Background: an optimization exercise with open tools, aiming at small area. Do not read the settings as production practice.
RTL that was checked went through simulation tests only; none was proved equivalent to the original.

Design fir_decim_top, start of the top module:
module fir_decim_top(
    input  wire logic                                       clk,
    input  wire logic                                       reset,
    input  wire logic                                       sample_in_rdy,
    input  wire logic signed [fir_decim_pkg::SAMPLE_W-1:0] sample_in_l,
    input  wire logic signed [fir_decim_pkg::SAMPLE_W-1:0] sample_in_r,
    output logic                                            sample_out_rdy,
    output logic      signed [fir_decim_pkg::SAMPLE_W-1:0] sample_out_l,
    output logic      signed [fir_decim_pkg::SAMPLE_W-1:0] sample_out_r,
    output logic                                            overrun,
    output logic                                            init_done
);
    localparam int SW  = fir_decim_pkg::SAMPLE_W;
    localparam int SLW = fir_decim_pkg::SEL_W;
    localparam int AW  = 36;    
    localparam int WIN = 40;    
    localparam int HW  = AW - fir_decim_pkg::OUT_SHIFT;    
    logic [5:0] cnt, cnt_d;      
    logic [2:0] pidx, pidx_d;    
    logic       win, win_d;      
    logic       init_d;
    logic       acc_valid;
    logic       is_wait, accept, win_last, done;
    assign is_wait  = init_done && (cnt == '0);
    assign accept   = is_wait && sample_in_rdy;
    assign win_last = win && (cnt == 6'd1);
    always_comb begin
        cnt_d  = cnt;
        pidx_d = pidx;
        win_d  = win;
        if (accept) begin
            pidx_d = pidx + 1'b1;
            cnt_d  = (pidx == 3'd7) ? 6'(WIN) : 6'd1;
            win_d  = (pidx == 3'd7);
        end else if (cnt != '0) begin
            cnt_d = cnt - 1'b1;
            if (cnt == 6'd1) win_d = 1'b0;
        end
        init_d = init_done || (cnt == 6'd1);
    end
    always_ff @(posedge clk or posedge reset) begin
        if (reset) begin
  ...
==> module fir_decim_top, before the edit <==
module fir_decim_top(
    input  wire logic                                       clk,
    input  wire logic                                       reset,
    input  wire logic                                       sample_in_rdy,
    input  wire logic signed [fir_decim_pkg::SAMPLE_W-1:0] sample_in_l,
    input  wire logic signed [fir_decim_pkg::SAMPLE_W-1:0] sample_in_r,
    output logic                                            sample_out_rdy,
    output logic      signed [fir_decim_pkg::SAMPLE_W-1:0] sample_out_l,
    output logic      signed [fir_decim_pkg::SAMPLE_W-1:0] sample_out_r,
    output logic                                            overrun,
    output logic                                            init_done
);
    localparam int SW  = fir_decim_pkg::SAMPLE_W;
    localparam int SLW = fir_decim_pkg::SEL_W;
    localparam int AW  = 36;    
    localparam int WIN = 40;    
    localparam int HW  = AW - fir_decim_pkg::OUT_SHIFT;    
    logic [5:0] cnt, cnt_d;      
    logic [2:0] pidx, pidx_d;    
    logic       win, win_d;      
    logic       init_d;
    logic       acc_valid;
    logic       is_wait, accept, win_last, done;
    assign is_wait  = init_done && (cnt == '0);
    assign accept   = is_wait && sample_in_rdy;
    assign win_last = win && (cnt == 6'd1);
    always_comb begin
        cnt_d  = cnt;
        pidx_d = pidx;
        win_d  = win;
        if (accept) begin
            pidx_d = pidx + 1'b1;
            cnt_d  = (pidx == 3'd7) ? 6'(WIN) : 6'd1;
            win_d  = (pidx == 3'd7);
        end else if (cnt != '0) begin
            cnt_d = cnt - 1'b1;
            if (cnt == 6'd1) win_d = 1'b0;
        end
        init_d = init_done || (cnt == 6'd1);
    end
    always_ff @(posedge clk or posedge reset) begin
        if (reset) begin
            cnt       <= 6'd34;
            pidx      <= '0;
            win       <= 1'b0;
            acc_valid <= 1'b0;
            overrun   <= 1'b0;
            init_done <= 1'b0;
        end else begin
            cnt       <= cnt_d;
            pidx      <= pidx_d;
            win       <= win_d;
            init_done <= init_d;
            acc_valid <= win_last;
            overrun   <= sample_in_rdy && !is_wait;
        end
    end
    localparam int QD = 4;
    logic [2*SW-1:0] q [QD];
    logic [QD-1:0]   qv;           
    logic [QD-1:0]   qmv;          
    logic [2*SW-1:0] xr;
    logic [2:0]      xc, xc_d;     
    logic [2:0]      xp, xp_d;     
    logic            ext, ext_d;   
    logic            late, late_d; 
    logic            x_free, x_load, q_push, rebase, tap32;
    assign x_free = (xc <= 3'd1) && !ext && !(xc == 3'd1 && xp == 3'd7);
    assign x_load = x_free && (qv[QD-1] || (accept && qv == '0));
    assign q_push = accept && !(x_load && !qv[QD-1]);
    logic [QD-1:0] qlv;
    always_comb begin
        qlv[QD-1] = x_load && qv[QD-1];
        qmv[QD-1] = qv[QD-2] && (!qv[QD-1] || qlv[QD-1]);
        for (int i = QD - 2; i >= 1; i--) begin
            qlv[i] = qmv[i+1];
            qmv[i] = qv[i-1] && (!qv[i] || qlv[i]);
        end
        qlv[0] = qmv[1];
        qmv[0] = q_push;
    end
    assign tap32 = ext && late && (jh == 2'd3);
    always_comb begin
        xc_d   = x_load ? 3'd4 : (xc != '0) ? xc - 1'b1 : xc;
        xp_d   = x_load ? xp + 1'b1 : xp;
        ext_d  = (xc == 3'd1 && xp == 3'd7) || (ext && !tap32);
        late_d = !x_load && (late || done);
    end
    assign rebase = done;
    always_ff @(posedge clk or posedge reset) begin
        if (reset) begin
            qv <= '0;
            xc <= '0;
            xp <= 3'd7;
            ext  <= 1'b0;
            late <= 1'b0;
        end else begin
            qv <= qmv | (qv & ~qlv);
            xc <= xc_d;
            xp <= xp_d;
            ext  <= ext_d;
            late <= late_d;
        end
    end
    always_ff @(posedge clk) begin
        if (q_push) q[0][2*SW-1:HW] <= sample_in_l[SW-1:HW-SW];
        if (q_push || done) q[0][HW-1:0] <= done ? sum_l[AW-1:AW-HW] : {sample_in_l[HW-SW-1:0], sample_in_r};
        if (qmv[1]) q[1][2*SW-1:HW] <= q[0][2*SW-1:HW];
        if (qmv[1] || done) q[1][HW-1:0] <= done ? sum_r[AW-1:AW-HW] : q[0][HW-1:0];
        for (int i = 2; i < QD - 1; i++) begin
            if (qmv[i]) q[i] <= q[i-1];
        end
        if (qmv[QD-1] || x_load && xp == 3'd6) q[QD-1] <= qmv[QD-1] ? q[QD-2] : xr;
        if (x_load) xr <= qv[QD-1] ? q[QD-1] : {sample_in_l, sample_in_r};
    end
    logic [1:0] jh, jh_d;
    assign jh_d = rebase ? jh : jh + 1'b1;
    always_ff @(posedge clk or posedge reset) begin
        if (reset) begin
            jh <= '0;
        end else begin
            jh <= jh_d;
        end
    end
    assign done = (xc != '0) && (xp == 3'd7) && (jh == 2'd0) && !late;
    logic [SLW-1:0] sel;
    logic           tap_on_d;
    logic [2:0]     tap_j_d;
    assign tap_on_d = (xc_d != '0) || (ext_d && late_d && jh_d == 2'd3);
    assign tap_j_d  = {1'b0, jh_d} + {2'b0, late_d};
    always_ff @(posedge clk) begin
        sel <= tap_on_d ? fir_decim_pkg::fir_coef_sel({tap_j_d, ~xp_d}) : '0;
    end
    logic [AW-1:0]   ring_l [4];
    logic [AW-1:0]   ring_r [4];
    logic [AW-1:0]   sum_l, sum_r, rst_l, rst_r;
    logic [2*SW-1:0] y6;
    assign y6 = q[QD-1];
    logic            clr, clr_y6;
    assign rst_l = clr_y6 ? {{(AW-SW-1){y6[2*SW-1]}}, y6[2*SW-1:SW], 1'b0} : '0;
    assign rst_r = clr_y6 ? {{(AW-SW-1){y6[SW-1]}},   y6[SW-1:0],    1'b0} : '0;
    dsp_mac u_mac_l (.acc(ring_l[0]), .x(xr[2*SW-1:SW]), .sel(sel), .sum(sum_l));
    dsp_mac u_mac_r (.acc(ring_r[0]), .x(xr[SW-1:0]),    .sel(sel), .sum(sum_r));
    always_ff @(posedge clk) begin
        clr       <= !init_done || done;
        clr_y6    <= done;
        ring_l[0] <= ring_l[1];
        ring_r[0] <= ring_r[1];
        ring_l[1] <= ring_l[2];
        ring_r[1] <= ring_r[2];
        ring_l[2] <= clr ? rst_l : ring_l[3];
        ring_r[2] <= clr ? rst_r : ring_r[3];
        ring_l[3] <= sum_l;
        ring_r[3] <= sum_r;
    end
    function automatic logic [SW-1:0] sat(input logic [HW-1:0] s);
        if (s[HW-1:SW-1] == '0 || s[HW-1:SW-1] == '1) begin
            sat = s[SW-1:0];
        end else begin
            sat = {s[HW-1], {(SW-1){!s[HW-1]}}};
        end
    endfunction
    logic [HW-1:0] hold_l, hold_r;
    assign hold_l = q[0][HW-1:0];
    assign hold_r = q[1][HW-1:0];
    always_ff @(posedge clk or posedge reset) begin
        if (reset) begin
            sample_out_rdy <= 1'b0;
            sample_out_l   <= '0;
            sample_out_r   <= '0;
        end else begin
            sample_out_rdy <= acc_valid;
            sample_out_l   <= acc_valid ? sat(hold_l) : '0;
            sample_out_r   <= acc_valid ? sat(hold_r) : '0;
        end
    end
endmodule
clock: 10.0 ns
lec_check: 0
cap_margin: 20
core_margin: 2
core_utilization: 40
cts_buf_list: sky130_fd_sc_hd__clkbuf_16
cts_cluster_diameter: 100
cts_cluster_size: 28
slew_margin: 20
synth_hierarchical: 1
synth_minimum_keep_size: 0
run.sh (not shown) runs the stock make flow with config.mk's settings and CLKGATE_MAP_FILE= SYNTH_SCRIPT=/design/flow/synth_recipe.tcl, a recipe that flattens the netlist after the stock synthesis.
==> next run, changes <==
--- a/flow/design.v
+++ b/flow/design.v
@@ -572,10 +572,11 @@
     logic [2:0] pidx, pidx_d;    
     logic       win, win_d;      
     logic       init_d;
     logic       acc_valid;
     logic       is_wait, accept, win_last, done;
+    logic [1:0] jh, jh_d;        
     assign is_wait  = init_done && (cnt == '0);
     assign accept   = is_wait && sample_in_rdy;
     assign win_last = win && (cnt == 6'd1);
     always_comb begin
         cnt_d  = cnt;
@@ -607,10 +608,15 @@
             acc_valid <= win_last;
             overrun   <= sample_in_rdy && !is_wait;
         end
     end
     localparam int QD = 4;
+    logic [AW-1:0]   ring_l [4];
+    logic [AW-1:0]   ring_r [4];
+    logic [AW-1:0]   sum_l, sum_r, rst_l, rst_r;
+    logic [2*SW-1:0] y6;
+    logic            clr, clr_y6;
     logic [2*SW-1:0] q [QD];
     logic [QD-1:0]   qv;           
     logic [QD-1:0]   qmv;          
     logic [2*SW-1:0] xr;
     logic [2:0]      xc, xc_d;     
@@ -655,43 +661,33 @@
             late <= late_d;
         end
     end
     always_ff @(posedge clk) begin
         if (q_push) q[0][2*SW-1:HW] <= sample_in_l[SW-1:HW-SW];
-        if (q_push || done) q[0][HW-1:0] <= done ? sum_l[AW-1:AW-HW] : {sample_in_l[HW-SW-1:0], sample_in_r};
+        if (q_push || clr_y6) q[0][HW-1:0] <= clr_y6 ? ring_l[3][AW-1:AW-HW] : {sample_in_l[HW-SW-1:0], sample_in_r};
         if (qmv[1]) q[1][2*SW-1:HW] <= q[0][2*SW-1:HW];
-        if (qmv[1] || done) q[1][HW-1:0] <= done ? sum_r[AW-1:AW-HW] : q[0][HW-1:0];
+        if (qmv[1] || clr_y6) q[1][HW-1:0] <= clr_y6 ? ring_r[3][AW-1:AW-HW] : q[0][HW-1:0];
         for (int i = 2; i < QD - 1; i++) begin
             if (qmv[i]) q[i] <= q[i-1];
         end
         if (qmv[QD-1] || x_load && xp == 3'd6) q[QD-1] <= qmv[QD-1] ? q[QD-2] : xr;
         if (x_load) xr <= qv[QD-1] ? q[QD-1] : {sample_in_l, sample_in_r};
     end
-    logic [1:0] jh, jh_d;
     assign jh_d = rebase ? jh : jh + 1'b1;
     always_ff @(posedge clk or posedge reset) begin
         if (reset) begin
             jh <= '0;
         end else begin
             jh <= jh_d;
         end
     end
     assign done = (xc != '0) && (xp == 3'd7) && (jh == 2'd0) && !late;
     logic [SLW-1:0] sel;
-    logic           tap_on_d;
-    logic [2:0]     tap_j_d;
-    assign tap_on_d = (xc_d != '0) || (ext_d && late_d && jh_d == 2'd3);
-    assign tap_j_d  = {1'b0, jh_d} + {2'b0, late_d};
-    always_ff @(posedge clk) begin
-        sel <= tap_on_d ? fir_decim_pkg::fir_coef_sel({tap_j_d, ~xp_d}) : '0;
-    end
-    logic [AW-1:0]   ring_l [4];
-    logic [AW-1:0]   ring_r [4];
-    logic [AW-1:0]   sum_l, sum_r, rst_l, rst_r;
-    logic [2*SW-1:0] y6;
+    logic [2:0]     tap_j;
+    assign tap_j = {1'b0, jh} + {2'b0, late};
+    assign sel   = (xc != '0 || tap32) ? fir_decim_pkg::fir_coef_sel({tap_j, ~xp}) : '0;
     assign y6 = q[QD-1];
-    logic            clr, clr_y6;
     assign rst_l = clr_y6 ? {{(AW-SW-1){y6[2*SW-1]}}, y6[2*SW-1:SW], 1'b0} : '0;
     assign rst_r = clr_y6 ? {{(AW-SW-1){y6[SW-1]}},   y6[SW-1:0],    1'b0} : '0;
     dsp_mac u_mac_l (.acc(ring_l[0]), .x(xr[2*SW-1:SW]), .sel(sel), .sum(sum_l));
     dsp_mac u_mac_r (.acc(ring_r[0]), .x(xr[SW-1:0]),    .sel(sel), .sum(sum_r));
     always_ff @(posedge clk) begin
What happened:
- The changed run ran to the end with no violations
- first-iteration DRC count grows by 6.5%
- design area grows by 1.4%
- count of clock-buffer cells in the layout shrinks by 1
- wire length shrinks by 5.0%
- setup slack gets worse by 75 ps
No functional check of the RTL was part of the second run of this note.

fir_decim_top, a different RTL version from the one above (not shown whole).
For scale: roughly 600 flip-flops, roughly 78 I/O pins, ~31000 um^2 of cells after synthesis.
// fir_decim_top
module fir_decim_top(
    input  wire logic                                       clk,
    input  wire logic                                       reset,
    input  wire logic                                       sample_in_rdy,
    input  wire logic signed [fir_decim_pkg::SAMPLE_W-1:0] sample_in_l,
    input  wire logic signed [fir_decim_pkg::SAMPLE_W-1:0] sample_in_r,
    output logic                                            sample_out_rdy,
    output logic      signed [fir_decim_pkg::SAMPLE_W-1:0] sample_out_l,
    output logic      signed [fir_decim_pkg::SAMPLE_W-1:0] sample_out_r,
    output logic                                            overrun,
    output logic                                            init_done
);
    localparam int SW  = fir_decim_pkg::SAMPLE_W;
    localparam int SLW = fir_decim_pkg::SEL_W;
    localparam int AW  = 36;    
    localparam int WIN = 40;    
    logic [5:0] cnt, cnt_d;      
    logic [2:0] pidx, pidx_d;    
    logic       win, win_d;      
    logic       init_d;
    logic       acc_valid;
    logic       is_wait, accept, win_last, done;
    assign is_wait  = init_done && (cnt == '0);
    assign accept   = is_wait && sample_in_rdy;
    assign win_last = win && (cnt == 6'd1);
    always_comb begin
        cnt_d  = cnt;
        pidx_d = pidx;
        win_d  = win;
        if (accept) begin
            pidx_d = pidx + 1'b1;
            cnt_d  = (pidx == 3'd7) ? 6'(WIN) : 6'd1;
            win_d  = (pidx == 3'd7);
        end else if (cnt != '0) begin
            cnt_d = cnt - 1'b1;
            if (cnt == 6'd1) win_d = 1'b0;
        end
        init_d = init_done || (cnt == 6'd1);
    end
    always_ff @(posedge clk or posedge reset) begin
        if (reset) begin
            cnt       <= 6'd34;
            pidx      <= '0;
            win       <= 1'b0;
            acc_valid <= 1'b0;
            overrun   <= 1'b0;
            init_done <= 1'b0;
        end else begin
  ...
==> module fir_decim_top, before the edit <==
module fir_decim_top(
    input  wire logic                                       clk,
    input  wire logic                                       reset,
    input  wire logic                                       sample_in_rdy,
    input  wire logic signed [fir_decim_pkg::SAMPLE_W-1:0] sample_in_l,
    input  wire logic signed [fir_decim_pkg::SAMPLE_W-1:0] sample_in_r,
    output logic                                            sample_out_rdy,
    output logic      signed [fir_decim_pkg::SAMPLE_W-1:0] sample_out_l,
    output logic      signed [fir_decim_pkg::SAMPLE_W-1:0] sample_out_r,
    output logic                                            overrun,
    output logic                                            init_done
);
    localparam int SW  = fir_decim_pkg::SAMPLE_W;
    localparam int SLW = fir_decim_pkg::SEL_W;
    localparam int AW  = 36;    
    localparam int WIN = 40;    
    logic [5:0] cnt, cnt_d;      
    logic [2:0] pidx, pidx_d;    
    logic       win, win_d;      
    logic       init_d;
    logic       acc_valid;
    logic       is_wait, accept, win_last, done;
    assign is_wait  = init_done && (cnt == '0);
    assign accept   = is_wait && sample_in_rdy;
    assign win_last = win && (cnt == 6'd1);
    always_comb begin
        cnt_d  = cnt;
        pidx_d = pidx;
        win_d  = win;
        if (accept) begin
            pidx_d = pidx + 1'b1;
            cnt_d  = (pidx == 3'd7) ? 6'(WIN) : 6'd1;
            win_d  = (pidx == 3'd7);
        end else if (cnt != '0) begin
            cnt_d = cnt - 1'b1;
            if (cnt == 6'd1) win_d = 1'b0;
        end
        init_d = init_done || (cnt == 6'd1);
    end
    always_ff @(posedge clk or posedge reset) begin
        if (reset) begin
            cnt       <= 6'd34;
            pidx      <= '0;
            win       <= 1'b0;
            acc_valid <= 1'b0;
            overrun   <= 1'b0;
            init_done <= 1'b0;
        end else begin
            cnt       <= cnt_d;
            pidx      <= pidx_d;
            win       <= win_d;
            init_done <= init_d;
            acc_valid <= win_last;
            overrun   <= sample_in_rdy && !is_wait;
        end
    end
    localparam int QD = 4;
    logic [2*SW-1:0] q [QD];
    logic [QD-1:0]   qv;           
    logic [QD-1:0]   qmv;          
    logic [2*SW-1:0] xr;
    logic [2:0]      xc, xc_d;     
    logic [2:0]      xp, xp_d;     
    logic            ext, ext_d;   
    logic            late, late_d; 
    logic            x_free, x_load, q_push, rebase, tap32;
    assign x_free = (xc <= 3'd1) && !ext && !(xc == 3'd1 && xp == 3'd7);
    assign x_load = x_free && (qv[QD-1] || (accept && qv == '0));
    assign q_push = accept && !(x_load && !qv[QD-1]);
    logic [QD-1:0] qlv;
    always_comb begin
        qlv[QD-1] = x_load && qv[QD-1];
        qmv[QD-1] = qv[QD-2] && (!qv[QD-1] || qlv[QD-1]);
        for (int i = QD - 2; i >= 1; i--) begin
            qlv[i] = qmv[i+1];
            qmv[i] = qv[i-1] && (!qv[i] || qlv[i]);
        end
        qlv[0] = qmv[1];
        qmv[0] = q_push;
    end
    assign tap32 = ext && late && (jh == 2'd3);
    always_comb begin
        xc_d   = x_load ? 3'd4 : (xc != '0) ? xc - 1'b1 : xc;
        xp_d   = x_load ? xp + 1'b1 : xp;
        ext_d  = (xc == 3'd1 && xp == 3'd7) || (ext && !tap32);
        late_d = !x_load && (late || done);
    end
    assign rebase = done;
    always_ff @(posedge clk or posedge reset) begin
        if (reset) begin
            qv <= '0;
            xc <= '0;
            xp <= 3'd7;
            ext  <= 1'b0;
            late <= 1'b0;
        end else begin
            qv <= qmv | (qv & ~qlv);
            xc <= xc_d;
            xp <= xp_d;
            ext  <= ext_d;
            late <= late_d;
        end
    end
    always_ff @(posedge clk) begin
        if (q_push) q[0] <= {sample_in_l, sample_in_r};
        for (int i = 1; i < QD - 1; i++) begin
            if (qmv[i]) q[i] <= q[i-1];
        end
        if (qmv[QD-1] || x_load && xp == 3'd6) q[QD-1] <= qmv[QD-1] ? q[QD-2] : xr;
        if (x_load) xr <= qv[QD-1] ? q[QD-1] : {sample_in_l, sample_in_r};
    end
    logic [1:0] jh, jh_d;
    assign jh_d = rebase ? jh : jh + 1'b1;
    always_ff @(posedge clk or posedge reset) begin
        if (reset) begin
            jh <= '0;
        end else begin
            jh <= jh_d;
        end
    end
    assign done = (xc != '0) && (xp == 3'd7) && (jh == 2'd0) && !late;
    logic [SLW-1:0] sel;
    logic           tap_on_d;
    logic [2:0]     tap_j_d;
    assign tap_on_d = (xc_d != '0) || (ext_d && late_d && jh_d == 2'd3);
    assign tap_j_d  = {1'b0, jh_d} + {2'b0, late_d};
    always_ff @(posedge clk) begin
        sel <= tap_on_d ? fir_decim_pkg::fir_coef_sel({tap_j_d, ~xp_d}) : '0;
    end
    logic [AW-1:0]   ring_l [4];
    logic [AW-1:0]   ring_r [4];
    logic [AW-1:0]   sum_l, sum_r, rst_l, rst_r;
    logic [2*SW-1:0] y6;
    assign y6 = q[QD-1];
    logic            clr, clr_y6;
    assign rst_l = clr_y6 ? {{(AW-SW-1){y6[2*SW-1]}}, y6[2*SW-1:SW], 1'b0} : '0;
    assign rst_r = clr_y6 ? {{(AW-SW-1){y6[SW-1]}},   y6[SW-1:0],    1'b0} : '0;
    dsp_mac u_mac_l (.acc(ring_l[0]), .x(xr[2*SW-1:SW]), .sel(sel), .sum(sum_l));
    dsp_mac u_mac_r (.acc(ring_r[0]), .x(xr[SW-1:0]),    .sel(sel), .sum(sum_r));
    always_ff @(posedge clk) begin
        clr       <= !init_done || done;
        clr_y6    <= done;
        ring_l[0] <= ring_l[1];
        ring_r[0] <= ring_r[1];
        ring_l[1] <= ring_l[2];
        ring_r[1] <= ring_r[2];
        ring_l[2] <= clr ? rst_l : ring_l[3];
        ring_r[2] <= clr ? rst_r : ring_r[3];
        ring_l[3] <= sum_l;
        ring_r[3] <= sum_r;
    end
    localparam int HW = AW - fir_decim_pkg::OUT_SHIFT;    
    function automatic logic [SW-1:0] sat(input logic [HW-1:0] s);
        if (s[HW-1:SW-1] == '0 || s[HW-1:SW-1] == '1) begin
            sat = s[SW-1:0];
        end else begin
            sat = {s[HW-1], {(SW-1){!s[HW-1]}}};
        end
    endfunction
    logic [HW-1:0] hold_l, hold_r;
    always_ff @(posedge clk) begin
        if (done) begin
            hold_l <= sum_l[AW-1:AW-HW];
            hold_r <= sum_r[AW-1:AW-HW];
        end
    end
    always_ff @(posedge clk or posedge reset) begin
        if (reset) begin
            sample_out_rdy <= 1'b0;
            sample_out_l   <= '0;
            sample_out_r   <= '0;
        end else begin
            sample_out_rdy <= acc_valid;
            sample_out_l   <= acc_valid ? sat(hold_l) : '0;
            sample_out_r   <= acc_valid ? sat(hold_r) : '0;
        end
    end
endmodule
clock: 10.0 ns
lec_check: 0
cap_margin: 20
core_margin: 2
core_utilization: 40
cts_buf_list: sky130_fd_sc_hd__clkbuf_16
cts_cluster_diameter: 100
cts_cluster_size: 28
slew_margin: 20
synth_hierarchical: 1
synth_minimum_keep_size: 0
Next try:
--- a/flow/design.v
+++ b/flow/design.v
@@ -657,8 +657,7 @@
     always_ff @(posedge clk) begin
         if (q_push) q[0] <= {sample_in_l, sample_in_r};
-        for (int i = 1; i < QD - 1; i++) begin
+        for (int i = 1; i < QD; i++) begin
             if (qmv[i]) q[i] <= q[i-1];
         end
-        if (qmv[QD-1] || x_load && xp == 3'd6) q[QD-1] <= qmv[QD-1] ? q[QD-2] : xr;
         if (x_load) xr <= qv[QD-1] ? q[QD-1] : {sample_in_l, sample_in_r};
     end
@@ -685,6 +684,8 @@
     logic [AW-1:0]   sum_l, sum_r, rst_l, rst_r;
     logic [2*SW-1:0] y6;
-    assign y6 = q[QD-1];
     logic            clr, clr_y6;
+    always_ff @(posedge clk) begin
+        if (x_load && xp == 3'd6) y6 <= xr;
+    end
     assign rst_l = clr_y6 ? {{(AW-SW-1){y6[2*SW-1]}}, y6[2*SW-1:SW], 1'b0} : '0;
     assign rst_r = clr_y6 ? {{(AW-SW-1){y6[SW-1]}},   y6[SW-1:0],    1'b0} : '0;
The new run completed without violations.
Clock skew barely changes.
Via count went down by 1.5%.
Non-clock buffer count went down by 20.
Clock-buffer cell count went up by 6.
Area after synthesis went up by 2.6%.
Global-route usage went down by 1.1 points.
Fmax hardly moves.
Only the layout flow was run in the second run of this note; the RTL was not checked for function there.

[afterwards: timing with drivers on the ports]
No port has a modelled driver above. Below, the same layouts with a new extraction and two added sets of constraints. Step 1 (the two cells are an assumption about what drives the block):
set clk [get_ports {clk}]
set_driving_cell -lib_cell sky130_fd_sc_hd__clkbuf_16 $clk
set_driving_cell -lib_cell sky130_fd_sc_hd__buf_2 [delete_from_list [all_inputs] $clk]
Step 2 also shifts input and output timing later by t, the mid clock arrival at the registers, as if the neighbouring blocks saw the same clock. a / b / c = ideal ports / drivers / drivers and shift; a / b = the first two.
run | shift t [ns] | setup slack, ns | hold WS [ns] | slew at the worst register clock pin (ns)
the first run of note 1 | 0.684 | 0.339 / 0.339 / 0.339 | 0.311 / 0.311 / 0.311 | 0.12 / 0.12
the second run of note 1 | 0.652 | 0.264 / 0.264 / 0.264 | 0.326 / 0.326 / 0.326 | 0.11 / 0.11
the first run of note 2 | 0.671 | 0.539 / 0.539 / 0.539 | 0.309 / 0.309 / 0.309 | 0.11 / 0.11
the second run of note 2 | 0.644 | 0.520 / 0.520 / 0.520 | 0.320 / 0.320 / 0.320 | 0.12 / 0.12
After both steps setup and hold are still met in every run listed.
